Source: an optimization exercise on an open RTL-to-GDS flow (aim: small area, a short achievable clock period and few clock cycles per item). Production flows keep margins and buffers that such runs may drop.
Power is estimated from default activity; no workload was simulated.

==> v9: inputs <==
Design scmcv_top, start of the top module:
module scmcv_top (
   input  logic        clock,
   input  logic        reset,
   input  logic        start,
   output logic        busy,
   input  logic [1:0]  req_cmd,
   input  logic [15:0] req_target_cv,
   input  logic [3:0]  req_target_knob,
   input  logic [15:0] req_current_cv,
   input  logic [3:0]  req_current_knob,
   input  logic [15:0] req_morph_cv,
   input  logic [14:0] req_morph_knob,
   input  logic [15:0] req_type_buttons,
   input  logic [15:0] req_focus_mask,
   input  logic [3:0]  req_scene_slot,
   input  logic [3:0]  req_channel_slot,
   input  logic [14:0] req_write_value,
   output logic        rsp_strobe,
   output logic [3:0]  rsp_channel,
   output logic [15:0] rsp_cv_out,
   output logic        rsp_type_light,
   output logic        rsp_last,
   input  logic        psel,
   input  logic        penable,
   input  logic        pwrite,
   input  logic [2:0]  paddr,
   input  logic [31:0] pwdata,
   output logic [31:0] prdata,
   output logic        pready
);
clock: 12.0 ns
lec_check: 0
cap_margin: 20
core_margin: 2
core_utilization: 35
place_density: 0.55
slew_margin: 20
synth_memory_max_bits: 16384
run.sh (not shown) runs the stock make flow with config.mk's settings and CLKGATE_MAP_FILE= SYNTH_SCRIPT=/design/flow/synth_recipe.tcl, a recipe that flattens the netlist after the stock synthesis.
==> v30: changes against v9 <==
--- a/flow/design.v
+++ b/flow/design.v
@@ -230,127 +230,100 @@
       .ins_row  (ins_row),
       .ins_data (ins_data),
       .tap_oh   (tap_oh),
       .tap_data (tap_data)
    );
    logic [3:0]  cur, tgt;
    logic [14:0] a_ring, b_ring, m_ring;
-   logic [14:0] a_rd;
-   logic [15:0] d_rd;
+   logic [14:0] a_rd, b_rd;
    logic [15:0] flags_new;
    logic        foc;
-   logic        fl_rd;
-   logic        mfull_rd;
    assign cur = sel_idx(rq_chi, rq_cknob);
    assign tgt = sel_idx(rq_thi, rq_tknob);
    assign flags_new = flags_ff ^ (rq_btn & ~prev_ff);
    assign foc = rq_focus[c_rd];
-   assign fl_rd = flags_new[c_rd];
-   assign mfull_rd = (rq_msum >= $signed({2'b00, FULL_MORPH}));
    always_comb begin
       a_ring = tap_data[cur*15 +: 15];
       b_ring = tap_data[tgt*15 +: 15];
       m_ring = tap_data[16*15 +: 15];
       for (int e = 0; e < NE; e++) begin
          if (e_val[e] && (e_ch[e] == c_rd)) begin
             if (e_row[e] == {1'b0, cur}) a_ring = e_dat[e];
             if (e_row[e] == {1'b0, tgt}) b_ring = e_dat[e];
             if (e_row[e] == 5'd16)       m_ring = e_dat[e];
          end
       end
       a_rd = foc ? m_ring : a_ring;
-      d_rd = {1'b0, b_ring} - {1'b0, a_ring};
+      b_rd = b_ring;
    end
-   logic [7:0] bd_one, bd_two, bd_neg;
+   logic [14:0] m_ff, mc_ff;
+   logic        mfull_ff;
    always_ff @(posedge clock) begin
-      logic [15:0] mm;
-      logic [16:0] mx;
       if (rq_msum < 17'sd0) begin
-         mm = 16'd0;
+         m_ff     <= 15'd0;
+         mc_ff    <= FULL_MORPH;
+         mfull_ff <= 1'b0;
       end else if (rq_msum >= $signed({2'b00, FULL_MORPH})) begin
-         mm = {1'b0, FULL_MORPH};
+         m_ff     <= FULL_MORPH;
+         mc_ff    <= 15'd0;
+         mfull_ff <= 1'b1;
       end else begin
-         mm = {1'b0, rq_msum[14:0]};
-      end
-      mx = {mm, 1'b0};
-      for (int i = 0; i < 8; i++) begin
-         bd_one[i] <= mx[2*i+1] ^ mx[2*i];
-         bd_two[i] <= (mx[2*i+2] & ~mx[2*i+1] & ~mx[2*i]) | (~mx[2*i+2] & mx[2*i+1] & mx[2*i]);
-         bd_neg[i] <= mx[2*i+2] & ~(mx[2*i+1] & mx[2*i]);
+         m_ff     <= rq_msum[14:0];
+         mc_ff    <= FULL_MORPH - rq_msum[14:0];
+         mfull_ff <= 1'b0;
       end
    end
    logic        v1, v2, v3;
-   logic [14:0] a1;
-   logic [15:0] d1;
-   logic        morph1, full1;
-   logic        fl1, fl2, fl3;
+   logic [14:0] a1, b1;
+   logic        foc1, fl1, fl2, fl3;
    logic [3:0]  c1, c2, c3;
-   logic        last1, last2, last3;
    logic [29:0] n2;
    logic [15:0] out3;
-   logic [7:0]  g_one, g_two, g_neg;
-   logic [16:0] pp [8];
-   logic [29:0] rows [8];
-   logic [29:0] nrow;
-   logic [29:0] arow0, arow1;
-   logic [29:0] kconst;
+   logic [14:0] mb, ma;
    logic [29:0] n_mul;
-   localparam logic [29:0] K_UNI = 30'(10240 + 20480 * 16384 - 32'h5555_0000);
-   localparam logic [29:0] K_BIP = 30'(10240 + 20480 * 16384 - 32'h5555_0000 - 20480 * 10240);
+   logic [17:0] y2;
+   logic [35:0] q2;
+   logic [15:0] v_div;
    always_comb begin
-      for (int i = 0; i < 8; i++) begin
-         g_one[i] = morph1 & bd_one[i];
-         g_two[i] = morph1 & bd_two[i];
-         g_neg[i] = morph1 & bd_neg[i];
-      end
-      g_one[6] = g_one[6] | full1;
-      g_one[7] = g_one[7] | full1;
-      nrow = '0;
-      for (int i = 0; i < 8; i++) begin
-         logic [16:0] sel;
-         sel = ({17{g_one[i]}} & {d1[15], d1}) | ({17{g_two[i]}} & {d1, 1'b0});
-         pp[i] = sel ^ {17{g_neg[i]}};
-         rows[i] = 30'({~pp[i][16], pp[i][15:0]}) << (2 * i);
-         nrow[2*i] = g_neg[i];
+      if (foc1) begin
+         mb = 15'd0;
+         ma = FULL_MORPH;
+      end else if (fl1) begin
+         mb = mfull_ff ? FULL_MORPH : 15'd0;
+         ma = mfull_ff ? 15'd0 : FULL_MORPH;
+      end else begin
+         mb = m_ff;
+         ma = mc_ff;
       end
-      arow0 = 30'(a1) << 14;
-      arow1 = 30'(a1) << 12;
-      kconst = bipolar_ff ? K_BIP : K_UNI;
    end
-   assign n_mul = rows[0] + rows[1] + rows[2] + rows[3] + rows[4] + rows[5] + rows[6] + rows[7]
-                + nrow + arow0 + arow1 + kconst;
-   logic [17:0] y2;
-   logic [33:0] q2;
-   logic [15:0] v_div;
-   assign y2 = n2[29:12];
-   assign q2 = 34'(y2) + (34'(y2) << 2) + (34'(y2) << 3) + (34'(y2) << 6) + (34'(y2) << 7)
-             + (34'(y2) << 10) + (34'(y2) << 11) + (34'(y2) << 14) + (34'(y2) << 15);
-   assign v_div = {q2[33:32] - 2'd1, q2[31:18]};
+   logic [29:0] p_b, p_a;
+   assign p_b   = mb * b1;
+   assign p_a   = ma * a1;
+   assign n_mul = p_b + p_a + 30'd10240;
+   assign y2    = n2[29:12];
+   assign q2    = 36'(y2) * 36'd52429;
+   assign v_div = q2[33:18] - (bipolar_ff ? 16'd10240 : 16'd0);
    always_ff @(posedge clock) begin
-      a1     <= a_rd;
-      d1     <= d_rd;
-      morph1 <= !foc && !fl_rd;
-      full1  <= !foc && fl_rd && mfull_rd;
-      fl1    <= fl_rd;
-      c1     <= c_rd;
-      last1  <= (c_rd == 4'd15);
-      n2     <= n_mul;
-      fl2    <= fl1;
-      c2     <= c1;
-      last2  <= last1;
-      out3   <= v_div;
-      fl3    <= fl2;
-      c3     <= c2;
-      last3  <= last2;
+      a1   <= a_rd;
+      b1   <= b_rd;
+      foc1 <= foc;
+      fl1  <= flags_new[c_rd];
+      c1   <= c_rd;
+      n2   <= n_mul;
+      fl2  <= fl1;
+      c2   <= c1;
+      out3 <= v_div;
+      fl3  <= fl2;
+      c3   <= c2;
    end
    assign rsp_strobe             = v3;
    assign rsp_payload.channel    = c3;
    assign rsp_payload.cv_out     = out3;
    assign rsp_payload.type_light = fl3;
-   assign rsp_payload.last       = last3;
+   assign rsp_payload.last       = (c3 == 4'd15);
    logic [3:0] pos_next;
    logic       clr_next;
    logic       busy_next;
    assign pos_next = rd_en ? pos : pos - 4'd1;
    assign clr_next = reset || (clr_ff && (clr_cnt != 4'd15));
    always_comb begin
       busy_next = clr_next || tick_in
==> notes.md <==
| metric | v9 | v30 |
|---|---|---|
| Sequential area share after synthesis | 73.25% | 69.25% |
| Total length of routed wires | 295500 um | 304500 um |
| Die area | 0.3564 mm^2 | 0.3770 mm^2 |
| Cell at the slowest stage of the critical path | dfxtp_1 | nor4_1 |
| Proportion of layout cells with a drive suffix above 1 | 11.96% | 11.40% |
| Synthesized netlist cell count | 8849 | 9490 |
| Endpoint of the worst hold-timing path | u_core.u_store.g_row[1].q[211]$_DFF_P_ | u_core.u_store.g_row[16].q[190]$_DFF_P_ |
| Placement Setup Slack | 3.454 ns | 3.025 ns |
| Non-clock buffer contribution to total cell area | 1.830% | 1.656% |
| Non-Filler Cell Area, Final | 0.1441 mm^2 | 0.1510 mm^2 |
| HPWL Detailed | 180000 um | 190500 um |
| Status | timing/DRC/antenna clean | timing/DRC/antenna clean |
| Multi-input gates | 3752 | 4024 |
| Number of inserted diodes | 8 | 11 |
| Launching point of the worst reg2reg path | u_core.bd_neg[1]$_DFF_P_ | u_core.fl1$_DFF_P_ |
| Part of the power in combinational logic | 3.8% | 2.1% |
| Worst Hold Slack | 0.2704 ns | 0.2657 ns |
No functional check of the RTL was part of any run of this note.

==> what the ideal ports hide <==
In the flow no input, the clock included, has a driving cell. The finished layouts below were timed again as built, in two steps. Step 1: set_driving_cell puts a clkbuf_16 on clock and a buf_2 on each other input, an assumption about the parent block. Step 2 also shifts input and output timing later by t, the mid clock arrival at the registers, as if the neighbouring blocks saw the same clock. Slacks: ideal / step 1 / step 2; pairs: ideal / step 1.
run | shift t [ns] | setup WS [ns] | worst hold slack (ns)
v9 | 1.033 | 3.507 / 3.507 / 3.507 | 0.270 / 0.270 / 0.270
v30 | 0.975 | 3.126 / 3.126 / 3.126 | 0.266 / 0.266 / 0.266
After both steps setup and hold are still met in every run listed.
